Background: an optimization exercise with open tools, aiming at a short achievable clock period and few clock cycles. Do not read the settings as production practice.
Function was checked by simulation only, so behaviour that the tests miss may differ from the original.
No activity file was given, so power comes from the tool's default toggle rates.

==> inputs of trial 27 <==
Design mem_io_responder, start of the top module:
module mem_io_responder #(
  parameter int          Nloc      = 64,
  parameter int          Dbits     = 32,
  parameter logic [31:0] DMEM_BASE = 32'h1001_0000,
  parameter logic [31:0] IO_BASE   = 32'h1003_0000
) (
  input  logic              clk,
  input  logic              reset,
  input  logic [31:0]       mem_addr,
  input  logic              mem_rd,
  input  logic              mem_wr,
  input  logic [Dbits-1:0]  mem_writedata,
  output logic [Dbits-1:0]  mem_readdata,
  output logic              cpu_enable,
  output logic [15:0]       led
);
  localparam int AW = $clog2(Nloc);
  logic        wait_q;           
  logic [15:0] led_q;
  logic [31:0] cycle_q, cycle_inc;
  logic        err_q;
  logic [Nloc-1:0][Dbits-1:0] ram_q;
  logic [Dbits-1:0]           rdata_q, rdata_d, io_rd, wb_rd;
  logic             wb_vld_q;
  logic [Nloc-1:0]  wb_we_q;
  logic [AW-1:0]    wb_idx_q;
  logic [Dbits-1:0] wb_data_q;
  logic             fwd;
  logic          dmem_hit;
  logic          io_led, io_cyc, io_stat, io_hit;
  logic [AW-1:0] ram_idx;
  always_comb begin
    io_hit   = io_led | io_cyc | io_stat;
    ram_idx  = mem_addr[AW+1:2];
  end
  mio_hit   #(.BASE(DMEM_BASE[31:16])) u_hit (.addr(mem_addr), .hit(dmem_hit));
  mio_iodec #(.BASE(IO_BASE[31:16])) u_io (.addr(mem_addr), .led(io_led), .cyc(io_cyc),
                                           .stat(io_stat));
  logic done, st_req, ld_req, ram_st;
  always_comb begin
    done   = !mem_rd || wait_q;
    st_req = done && mem_wr;
    ld_req = done && mem_rd && !mem_wr;
    ram_st = st_req && dmem_hit && !reset;
  end
  localparam int NG = 4;
  localparam int GW = Dbits / NG;
  logic [NG-1:0][Nloc-1:0] rsel;
  logic [Nloc-1:0]         wen;
  for (genvar g = 0; g < NG; g++) begin : g_rdec
    mio_dec #(.G(g)) u_dec (.idx(ram_idx), .en(dmem_hit), .mask(wb_we_q), .sel(rsel[g]));
  end
  mio_dec #(.G(NG)) u_wdec (.idx(ram_idx), .en(ram_st), .mask('0), .sel(wen));
  for (genvar b = 0; b < Dbits; b++) begin : g_bit
    logic [31:0] t1;
    logic [7:0]  t2;
    logic [3:0]  t3;
    for (genvar k = 0; k < 32; k++) begin : g_l1
  ...
clock: 5.5 ns
lec_check: 0
abc_clock_period_in_ps: 2000
cap_margin: 20
core_margin: 2
core_utilization: 65
place_density: 0.75
setup_slack_margin: 3.1
slew_margin: 20
synth_hierarchical: 1
synth_minimum_keep_size: 0
tns_end_percent: 100
run.sh (not shown) runs the stock make flow with config.mk's settings and CLKGATE_MAP_FILE= SYNTH_SCRIPT=/design/flow/synth_recipe.tcl, a recipe that flattens the netlist after the stock synthesis.
==> inputs of build 74, as changes to trial 27 <==
--- a/flow/design.v
+++ b/flow/design.v
@@ -23,22 +23,28 @@
   logic [Dbits-1:0]           rdata_q, rdata_d, io_rd, wb_rd;
   logic             wb_vld_q;
   logic [Nloc-1:0]  wb_we_q;
   logic [AW-1:0]    wb_idx_q;
   logic [Dbits-1:0] wb_data_q;
   logic             fwd;
+  logic          aligned;
   logic          dmem_hit;
+  logic          io_base;
   logic          io_led, io_cyc, io_stat, io_hit;
   logic [AW-1:0] ram_idx;
   always_comb begin
+    aligned  = (mem_addr[1:0] == 2'b00);
+    io_base  = aligned && (mem_addr[31:16] == IO_BASE[31:16]) &&
+               (mem_addr[15:4] == 12'd0);
+    io_led   = io_base && (mem_addr[3:2] == 2'd0);
+    io_cyc   = io_base && (mem_addr[3:2] == 2'd1);
+    io_stat  = io_base && (mem_addr[3:2] == 2'd2);
     io_hit   = io_led | io_cyc | io_stat;
     ram_idx  = mem_addr[AW+1:2];
   end
-  mio_hit   #(.BASE(DMEM_BASE[31:16])) u_hit (.addr(mem_addr), .hit(dmem_hit));
-  mio_iodec #(.BASE(IO_BASE[31:16])) u_io (.addr(mem_addr), .led(io_led), .cyc(io_cyc),
-                                           .stat(io_stat));
+  mio_hit #(.BASE(DMEM_BASE[31:16]), .AW(AW)) u_hit (.addr(mem_addr), .hit(dmem_hit));
   logic done, st_req, ld_req, ram_st;
   always_comb begin
     done   = !mem_rd || wait_q;
     st_req = done && mem_wr;
     ld_req = done && mem_rd && !mem_wr;
     ram_st = st_req && dmem_hit && !reset;
@@ -114,69 +120,19 @@
   always_ff @(posedge clk) begin
     for (int i = 0; i < Nloc; i++)
       if (wb_we_q[i]) ram_q[i] <= wb_data_q;
   end
 endmodule
 module mio_hit #(
-  parameter logic [15:0] BASE = 16'h1001
+  parameter logic [15:0] BASE = 16'h1001,
+  parameter int          AW   = 6
 ) (
   input  logic [31:0] addr,
   output logic        hit
 );
-  logic [6:0] t;
-  logic [1:0] u;
-  mio_eq4 #(.V(BASE[15:12])) u_e0 (.x(addr[31:28]), .y(t[0]));
-  mio_eq4 #(.V(BASE[11:8]))  u_e1 (.x(addr[27:24]), .y(t[1]));
-  mio_eq4 #(.V(BASE[7:4]))   u_e2 (.x(addr[23:20]), .y(t[2]));
-  mio_eq4 #(.V(BASE[3:0]))   u_e3 (.x(addr[19:16]), .y(t[3]));
-  mio_eq4 #(.V(4'h0))        u_e4 (.x(addr[15:12]), .y(t[4]));
-  mio_eq4 #(.V(4'h0))        u_e5 (.x(addr[11:8]),  .y(t[5]));
-  mio_nor2                   u_e6 (.a(addr[1]), .b(addr[0]), .y(t[6]));
-  mio_and4 u_a0 (.a(t[0]), .b(t[1]), .c(t[2]), .d(t[3]), .y(u[0]));
-  mio_and3 u_a1 (.a(t[4]), .b(t[5]), .c(t[6]), .y(u[1]));
-  mio_and2 u_a2 (.a(u[0]), .b(u[1]), .y(hit));
-endmodule
-module mio_iodec #(
-  parameter logic [15:0] BASE = 16'h1003
-) (
-  input  logic [31:0] addr,
-  output logic        led,
-  output logic        cyc,
-  output logic        stat
-);
-  logic [7:0] t;
-  logic [1:0] u;
-  logic [3:0] off;
-  mio_eq4 #(.V(BASE[15:12])) u_e0 (.x(addr[31:28]), .y(t[0]));
-  mio_eq4 #(.V(BASE[11:8]))  u_e1 (.x(addr[27:24]), .y(t[1]));
-  mio_eq4 #(.V(BASE[7:4]))   u_e2 (.x(addr[23:20]), .y(t[2]));
-  mio_eq4 #(.V(BASE[3:0]))   u_e3 (.x(addr[19:16]), .y(t[3]));
-  mio_eq4 #(.V(4'h0))        u_e4 (.x(addr[15:12]), .y(t[4]));
-  mio_eq4 #(.V(4'h0))        u_e5 (.x(addr[11:8]),  .y(t[5]));
-  mio_eq4 #(.V(4'h0))        u_e6 (.x(addr[7:4]),   .y(t[6]));
-  mio_nor2                   u_e7 (.a(addr[1]), .b(addr[0]), .y(t[7]));
-  mio_and4 u_a0 (.a(t[0]), .b(t[1]), .c(t[2]), .d(t[3]), .y(u[0]));
-  mio_and4 u_a1 (.a(t[4]), .b(t[5]), .c(t[6]), .d(t[7]), .y(u[1]));
-  mio_pdec u_off (.a(addr[2]), .b(addr[3]), .y(off));
-  mio_and3 u_led  (.a(u[0]), .b(u[1]), .c(off[0]), .y(led));
-  mio_and3 u_cyc  (.a(u[0]), .b(u[1]), .c(off[1]), .y(cyc));
-  mio_and3 u_stat (.a(u[0]), .b(u[1]), .c(off[2]), .y(stat));
-endmodule
-module mio_eq4 #(
-  parameter logic [3:0] V = 4'h0
-) (
-  input  logic [3:0] x,
-  output logic       y
-);
-  assign y = (x == V);
-endmodule
-module mio_and4 (input logic a, b, c, d, output logic y);
-  assign y = a & b & c & d;
-endmodule
-module mio_and3 (input logic a, b, c, output logic y);
-  assign y = a & b & c;
+  assign hit = (addr[1:0] == 2'b00) && (addr[31:16] == BASE) && (addr[15:AW+2] == '0);
 endmodule
 module mio_dec #(
   parameter int G = 0
 ) (
   input  logic [5:0]  idx,
   input  logic        en,
- SETUP_SLACK_MARGIN: 3.1 -> 2.9
==> inputs of build 1, as changes to trial 27 <==
--- a/flow/design.v
+++ b/flow/design.v
@@ -23,22 +23,28 @@
   logic [Dbits-1:0]           rdata_q, rdata_d, io_rd, wb_rd;
   logic             wb_vld_q;
   logic [Nloc-1:0]  wb_we_q;
   logic [AW-1:0]    wb_idx_q;
   logic [Dbits-1:0] wb_data_q;
   logic             fwd;
+  logic          aligned;
   logic          dmem_hit;
+  logic          io_base;
   logic          io_led, io_cyc, io_stat, io_hit;
   logic [AW-1:0] ram_idx;
   always_comb begin
+    aligned  = (mem_addr[1:0] == 2'b00);
+    io_base  = aligned && (mem_addr[31:16] == IO_BASE[31:16]) &&
+               (mem_addr[15:4] == 12'd0);
+    io_led   = io_base && (mem_addr[3:2] == 2'd0);
+    io_cyc   = io_base && (mem_addr[3:2] == 2'd1);
+    io_stat  = io_base && (mem_addr[3:2] == 2'd2);
     io_hit   = io_led | io_cyc | io_stat;
     ram_idx  = mem_addr[AW+1:2];
   end
-  mio_hit   #(.BASE(DMEM_BASE[31:16])) u_hit (.addr(mem_addr), .hit(dmem_hit));
-  mio_iodec #(.BASE(IO_BASE[31:16])) u_io (.addr(mem_addr), .led(io_led), .cyc(io_cyc),
-                                           .stat(io_stat));
+  mio_hit #(.BASE(DMEM_BASE[31:16]), .AW(AW)) u_hit (.addr(mem_addr), .hit(dmem_hit));
   logic done, st_req, ld_req, ram_st;
   always_comb begin
     done   = !mem_rd || wait_q;
     st_req = done && mem_wr;
     ld_req = done && mem_rd && !mem_wr;
     ram_st = st_req && dmem_hit && !reset;
@@ -114,69 +120,19 @@
   always_ff @(posedge clk) begin
     for (int i = 0; i < Nloc; i++)
       if (wb_we_q[i]) ram_q[i] <= wb_data_q;
   end
 endmodule
 module mio_hit #(
-  parameter logic [15:0] BASE = 16'h1001
+  parameter logic [15:0] BASE = 16'h1001,
+  parameter int          AW   = 6
 ) (
   input  logic [31:0] addr,
   output logic        hit
 );
-  logic [6:0] t;
-  logic [1:0] u;
-  mio_eq4 #(.V(BASE[15:12])) u_e0 (.x(addr[31:28]), .y(t[0]));
-  mio_eq4 #(.V(BASE[11:8]))  u_e1 (.x(addr[27:24]), .y(t[1]));
-  mio_eq4 #(.V(BASE[7:4]))   u_e2 (.x(addr[23:20]), .y(t[2]));
-  mio_eq4 #(.V(BASE[3:0]))   u_e3 (.x(addr[19:16]), .y(t[3]));
-  mio_eq4 #(.V(4'h0))        u_e4 (.x(addr[15:12]), .y(t[4]));
-  mio_eq4 #(.V(4'h0))        u_e5 (.x(addr[11:8]),  .y(t[5]));
-  mio_nor2                   u_e6 (.a(addr[1]), .b(addr[0]), .y(t[6]));
-  mio_and4 u_a0 (.a(t[0]), .b(t[1]), .c(t[2]), .d(t[3]), .y(u[0]));
-  mio_and3 u_a1 (.a(t[4]), .b(t[5]), .c(t[6]), .y(u[1]));
-  mio_and2 u_a2 (.a(u[0]), .b(u[1]), .y(hit));
-endmodule
-module mio_iodec #(
-  parameter logic [15:0] BASE = 16'h1003
-) (
-  input  logic [31:0] addr,
-  output logic        led,
-  output logic        cyc,
-  output logic        stat
-);
-  logic [7:0] t;
-  logic [1:0] u;
-  logic [3:0] off;
-  mio_eq4 #(.V(BASE[15:12])) u_e0 (.x(addr[31:28]), .y(t[0]));
-  mio_eq4 #(.V(BASE[11:8]))  u_e1 (.x(addr[27:24]), .y(t[1]));
-  mio_eq4 #(.V(BASE[7:4]))   u_e2 (.x(addr[23:20]), .y(t[2]));
-  mio_eq4 #(.V(BASE[3:0]))   u_e3 (.x(addr[19:16]), .y(t[3]));
-  mio_eq4 #(.V(4'h0))        u_e4 (.x(addr[15:12]), .y(t[4]));
-  mio_eq4 #(.V(4'h0))        u_e5 (.x(addr[11:8]),  .y(t[5]));
-  mio_eq4 #(.V(4'h0))        u_e6 (.x(addr[7:4]),   .y(t[6]));
-  mio_nor2                   u_e7 (.a(addr[1]), .b(addr[0]), .y(t[7]));
-  mio_and4 u_a0 (.a(t[0]), .b(t[1]), .c(t[2]), .d(t[3]), .y(u[0]));
-  mio_and4 u_a1 (.a(t[4]), .b(t[5]), .c(t[6]), .d(t[7]), .y(u[1]));
-  mio_pdec u_off (.a(addr[2]), .b(addr[3]), .y(off));
-  mio_and3 u_led  (.a(u[0]), .b(u[1]), .c(off[0]), .y(led));
-  mio_and3 u_cyc  (.a(u[0]), .b(u[1]), .c(off[1]), .y(cyc));
-  mio_and3 u_stat (.a(u[0]), .b(u[1]), .c(off[2]), .y(stat));
-endmodule
-module mio_eq4 #(
-  parameter logic [3:0] V = 4'h0
-) (
-  input  logic [3:0] x,
-  output logic       y
-);
-  assign y = (x == V);
-endmodule
-module mio_and4 (input logic a, b, c, d, output logic y);
-  assign y = a & b & c & d;
-endmodule
-module mio_and3 (input logic a, b, c, output logic y);
-  assign y = a & b & c;
+  assign hit = (addr[1:0] == 2'b00) && (addr[31:16] == BASE) && (addr[15:AW+2] == '0);
 endmodule
 module mio_dec #(
   parameter int G = 0
 ) (
   input  logic [5:0]  idx,
   input  logic        en,
- CORE_UTILIZATION: 65 -> 50
- PLACE_DENSITY: 0.75 -> not set
- SETUP_SLACK_MARGIN: 3.1 -> 2.9
==> run summary <==
- Status: finished clean
- Combinational share of power: 1.6%
- Fraction of area in registers: 64.8%
- Worst EP arrival: 3.45 ns
- Power Sequential: 18.6 mW
- Fraction of area in multi-input gates: 23.2%
- GR Util All Layers: 32.7%
- Antenna violations before repair: 6
- DRT iter0 DRCs: 6307
- Hold Slack: 0.510 ns
- DP Worst Slack: 1.01 ns
- RR Startpoint: cycle_q[8]$_SDFF_PP0_
- Pleak: 30.9 nW
[end of results for trial 27]
==> run summary <==
- Combinational share of power: 1.8%
- DP Worst Slack: 0.199 ns
- Status: finished clean
- Fraction of area in multi-input gates: 22.8%
- RR Startpoint: cycle_q[0]$_SDFF_PP0_
- Compound-gate portion of the synthesized area: 15.3%
- Post_cts resized: 700
- Sequential share of power: 54.5%
- GR Util All Layers: 29.4%
- Hold Slack: 0.480 ns
- Pleak: 31.1 nW
- Power Sequential: 18.5 mW
- Worst EP arrival: 3.36 ns
[end of results for build 1]
==> run summary <==
- Fraction of area in registers: 65.3%
- Antenna violations before repair: 15
- GR Util All Layers: 35.5%
- WS Path Type: in2reg
- Hold Slack: 0.470 ns
- Power Sequential: 18.5 mW
- Met1 usage: 49.6%
- Status: finished clean
- RR Startpoint: cycle_q[5]$_SDFF_PP0_
- Worst EP arrival: 3.32 ns
- DRT iter0 DRCs: 6840
[end of results for build 74]
Testbench counts of trial 27, summed over its fixed seeds: cycles 32,650.
Testbench counts of build 74, summed over its fixed seeds: cycles 32,650.
Testbench counts of build 1, summed over its fixed seeds: cycles 32,650.

-- separate check: timing with driven ports --
The flow's constraints put no driver on any port. The routed layouts listed below were extracted and timed again, unchanged, in two steps. Step 1 (the two cells are an assumption about what drives the block):
set clk [get_ports {clk}]
set_driving_cell -lib_cell sky130_fd_sc_hd__clkbuf_16 $clk
set_driving_cell -lib_cell sky130_fd_sc_hd__buf_2 [delete_from_list [all_inputs] $clk]
Step 2 also shifts input and output timing later by t, the mid clock arrival at the registers, as if the neighbouring blocks saw the same clock. Three values: no drivers, after step 1, after step 2; two values: the first two.
run | t, ns | slack for setup (ns) | clock arrival spread, ns
trial 27 | 0.906 | 2.728 / 2.778 / 1.872 | 0.027 / 0.028
build 74 | 0.893 | 2.843 / 2.864 / 2.005 | 0.036 / 0.036
build 1 | 0.937 | 2.790 / 2.811 / 1.874 | 0.032 / 0.032
After both steps every run listed still meets setup and hold. For build 1, which loses most, drivers alone change the setup slack by +0.021 ns; drivers and shift together by -0.916 ns.
